Background: an optimization exercise with open tools, aiming at small area, a short achievable clock period and few clock cycles per item. Do not read the settings as production practice. Function was checked by simulation only, so behaviour that the tests miss may differ from the original. No activity file was given, so power comes from the tool's default toggle rates.

Design positional_list_engine_core, start of the top module:
module positional_list_engine_core #(
  parameter int CAPACITY   = plec_pkg::CAPACITY_DEF,
  parameter int ENTRY_BITS = plec_pkg::ENTRY_BITS_DEF
) (
  input  logic                              clk_i,
  input  logic                              rst_ni,
  input  logic                              req_valid_i,
  output logic                              req_ready_o,
  input  logic [plec_pkg::OP_BITS-1:0]      req_op_i,
  input  logic [plec_pkg::INDEX_BITS-1:0]   req_index_i,
  input  logic [plec_pkg::INDEX_BITS-1:0]   req_index_b_i,
  input  logic [plec_pkg::VALUE_BITS-1:0]   req_entry_value_i,
  output logic                              rsp_valid_o,
  input  logic                              rsp_ready_i,
  output logic [plec_pkg::VALUE_BITS-1:0]   rsp_read_value_o,
  output logic [plec_pkg::COUNT_BITS-1:0]   rsp_entry_count_o,
  output logic [plec_pkg::STATUS_BITS-1:0]  rsp_status_o
);
make LEC_CHECK=0 CAP_MARGIN=20 CORE_MARGIN=2 CORE_UTILIZATION=45 CTS_CLUSTER_DIAMETER=80 CTS_CLUSTER_SIZE=20 PLACE_DENSITY=0.55 SETUP_SLACK_MARGIN=4.3 SLEW_MARGIN=20 SYNTH_HIERARCHICAL=1 finish   # period 7.5 ns
run.sh (not shown) runs the stock make flow with config.mk's settings and CLKGATE_MAP_FILE= SYNTH_SCRIPT=/design/flow/synth_recipe.tcl, a recipe that flattens the netlist after the stock synthesis.
The starting point produced a clean layout.
Testbench counts at the start, summed over its fixed seeds: cycles 16,016, items 16,000.
Rerun with:
--- a/flow/config.mk
+++ b/flow/config.mk
@@ -14 +14 @@
-export SETUP_SLACK_MARGIN = 4.3
+export SETUP_SLACK_MARGIN = 4.5
Utilization increases by 1.3 points.
Non-clock buffer count went up by 56.
Sequential cell count is unchanged.
Wire length went down by 1.2%.
Synthesized area is unchanged.
Power hardly moves.
Final area rises by 2.5%.
Sequential power stays flat.
Via count came out lower by 0.46%.
Maximum frequency rose by 5.9%.
Synthesized cell count is unchanged.

positional_list_engine_core, a different RTL version from the one above (not shown whole).
Size in the first run: roughly 4000 cells after synthesis, roughly 690 flip-flops.
## positional_list_engine_core
module positional_list_engine_core #(
  parameter int CAPACITY   = plec_pkg::CAPACITY_DEF,
  parameter int ENTRY_BITS = plec_pkg::ENTRY_BITS_DEF
) (
  input  logic                              clk_i,
  input  logic                              rst_ni,
  input  logic                              req_valid_i,
  output logic                              req_ready_o,
  input  logic [plec_pkg::OP_BITS-1:0]      req_op_i,
  input  logic [plec_pkg::INDEX_BITS-1:0]   req_index_i,
  input  logic [plec_pkg::INDEX_BITS-1:0]   req_index_b_i,
  input  logic [plec_pkg::VALUE_BITS-1:0]   req_entry_value_i,
  output logic                              rsp_valid_o,
  input  logic                              rsp_ready_i,
  output logic [plec_pkg::VALUE_BITS-1:0]   rsp_read_value_o,
  output logic [plec_pkg::COUNT_BITS-1:0]   rsp_entry_count_o,
  output logic [plec_pkg::STATUS_BITS-1:0]  rsp_status_o
);
==> flow/config.mk <==
export PLATFORM = sky130hd
export DESIGN_NAME = positional_list_engine_core
export DESIGN_NICKNAME = positional_list_engine_core
export VERILOG_FILES = /design/flow/design.v
export SDC_FILE = /design/flow/constraint.sdc
export NUM_CORES = 8
export LEC_CHECK = 0
export CAP_MARGIN = 20
export CORE_MARGIN = 2
export CORE_UTILIZATION = 45
export CTS_CLUSTER_DIAMETER = 80
export CTS_CLUSTER_SIZE = 20
export PLACE_DENSITY = 0.55
export SETUP_SLACK_MARGIN = 4.5
export SLEW_MARGIN = 20
export SYNTH_HIERARCHICAL = 1
==> flow/constraint.sdc <==
create_clock -name core_clock -period 7.5 [get_ports {clk_i}]
set_input_delay 1.5000 -clock core_clock [delete_from_list [all_inputs] [get_ports {clk_i}]]
set_output_delay 1.5000 -clock core_clock [all_outputs]
set_load 0.01 [all_outputs]
The baseline finished with timing, DRC and antenna clean.
Testbench counts at the start, summed over its fixed seeds: cycles 16,016, items 16,000.
Edit:
CTS_CLUSTER_DIAMETER = 100   (was 80)
CTS_CLUSTER_SIZE = 22   (was 20)
SETUP_SLACK_MARGIN = 4.9   (was 4.5)
The new run went through all stages and came out clean.
Total power rose by 0.66%.
Wire length is higher by 8.2%.
Flip-flop and latch count does not change.
Critical path depth came out lower by 7.
Clock skew climbs by 0.0089 ns.
Edit:
CORE_UTILIZATION = 52   (was 45)
PLACE_DENSITY = 0.62   (was 0.55)
SETUP_SLACK_MARGIN = 4.8   (was 4.9)
Result: Die area went down by 13%; final cell count decreases by 3.8%; wire length came out lower by 5.5%; design area went down by 3.0%; area after synthesis is unchanged; total power decreases by 4.1%; utilization goes up by 7.0 points; setup slack is worse by 0.17 ns.

positional_list_engine_core again, from the RTL that the note above started with.
Design positional_list_engine_core, start of the top module:
module positional_list_engine_core #(
  parameter int CAPACITY   = plec_pkg::CAPACITY_DEF,
  parameter int ENTRY_BITS = plec_pkg::ENTRY_BITS_DEF
) (
  input  logic                              clk_i,
  input  logic                              rst_ni,
  input  logic                              req_valid_i,
  output logic                              req_ready_o,
  input  logic [plec_pkg::OP_BITS-1:0]      req_op_i,
  input  logic [plec_pkg::INDEX_BITS-1:0]   req_index_i,
  input  logic [plec_pkg::INDEX_BITS-1:0]   req_index_b_i,
  input  logic [plec_pkg::VALUE_BITS-1:0]   req_entry_value_i,
  output logic                              rsp_valid_o,
  input  logic                              rsp_ready_i,
  output logic [plec_pkg::VALUE_BITS-1:0]   rsp_read_value_o,
  output logic [plec_pkg::COUNT_BITS-1:0]   rsp_entry_count_o,
  output logic [plec_pkg::STATUS_BITS-1:0]  rsp_status_o
);
Settings: LEC_CHECK=0, CAP_MARGIN=20, CORE_MARGIN=2, CORE_UTILIZATION=45, CTS_CLUSTER_DIAMETER=100, CTS_CLUSTER_SIZE=22, PLACE_DENSITY=0.55, SETUP_SLACK_MARGIN=4.65, SLEW_MARGIN=20, SYNTH_HIERARCHICAL=1; clock period 7.5 ns.
The first run passed the timing, DRC and antenna checks.
Testbench counts at the start, summed over its fixed seeds: cycles 16,016, items 16,000.
==> next run, changes <==
- CTS_CLUSTER_DIAMETER: 100 -> 80
- CTS_CLUSTER_SIZE: 22 -> 20
- SETUP_SLACK_MARGIN: 4.65 -> 5.0
Effect: The changed run went through all stages and came out clean. Design area increases by 8.5%. Synthesized area stays the same. Core utilization increases by 4.4 points. Count of clock-buffer cells in the layout increases by 11. Critical path depth increases by 4. Register-to-register slack improves by 60 ps. Via count increases by 4.0%. Cell count increases by 2.8%.
==> next run, changes <==
- CTS_CLUSTER_DIAMETER: 80 -> 100
- CTS_CLUSTER_SIZE: 20 -> 22
- SETUP_SLACK_MARGIN: 5.0 -> 4.8
Effect: The new run completed without violations. Critical path depth is lower by 4. Worst setup slack gains 95 ps. Total power is lower by 8.8%. Die area does not change. Final area is lower by 5.2%. Register-to-register slack gains 90 ps. Sequential power stays flat.
==> next run, changes <==
- CTS_CLUSTER_DIAMETER: 100 -> 80
- CTS_CLUSTER_SIZE: 22 -> 20
=> The new run completed with no timing, DRC or antenna violations; non-clock buffer count shrinks by 3; clock-buffer cell count grows by 9; fmax barely changes; die area stays the same.

separate check: timing with driven ports:
In the flow no input, the clock included, has a driving cell. The finished layouts below were timed again as built, in two steps.
Step 1: set_driving_cell puts a clkbuf_16 on clk_i and a buf_2 on each other input, an assumption about the parent block.
Step 2, shift: input delay + t, output delay - t, t = (earliest + latest rising clock arrival at the registers) / 2. This alone moves slack from input paths to output paths.
a / b / c = ideal / step 1 / step 2; a / b = the first two.
| run | shift t [ns] | setup slack, ns | worst setup path after step 2 | clock arrival spread, ns | worst data-port slew with drivers (ns) |
|---|---|---|---|---|---|
| the first run of note 1 | 0.715 | 4.226 / 4.226 / 3.701 | input to register | 0.026 / 0.026 | 0.14 |
| the second run of note 1 | 0.720 | 4.409 / 4.409 / 3.726 | input to register | 0.018 / 0.018 | 0.12 |
| the first run of note 2 | 0.710 | 4.408 / 4.408 / 3.927 | input to register | 0.033 / 0.033 | 0.07 |
| the second run of note 2 | 0.706 | 4.704 / 4.631 / 4.239 | input to register | 0.042 / 0.042 | 0.13 |
| the third run of note 2 | 0.688 | 4.536 / 4.536 / 4.194 | input to register | 0.035 / 0.035 | 0.07 |
| the first run of note 3 | 0.697 | 4.553 / 4.553 / 4.028 | input to register | 0.044 / 0.043 | 0.07 |
| the second run of note 3 | 0.709 | 4.618 / 4.618 / 4.151 | input to register | 0.044 / 0.044 | 0.13 |
| the third run of note 3 | 0.708 | 4.712 / 4.637 / 4.103 | input to register | 0.043 / 0.042 | 0.12 |
| the fourth run of note 3 | 0.704 | 4.715 / 4.650 / 4.115 | input to register | 0.041 / 0.041 | 0.13 |
After both steps every run listed still meets setup and hold. For the second run of note 1, which loses most, drivers alone change the setup slack by 0.000 ns; drivers and shift together by -0.683 ns.
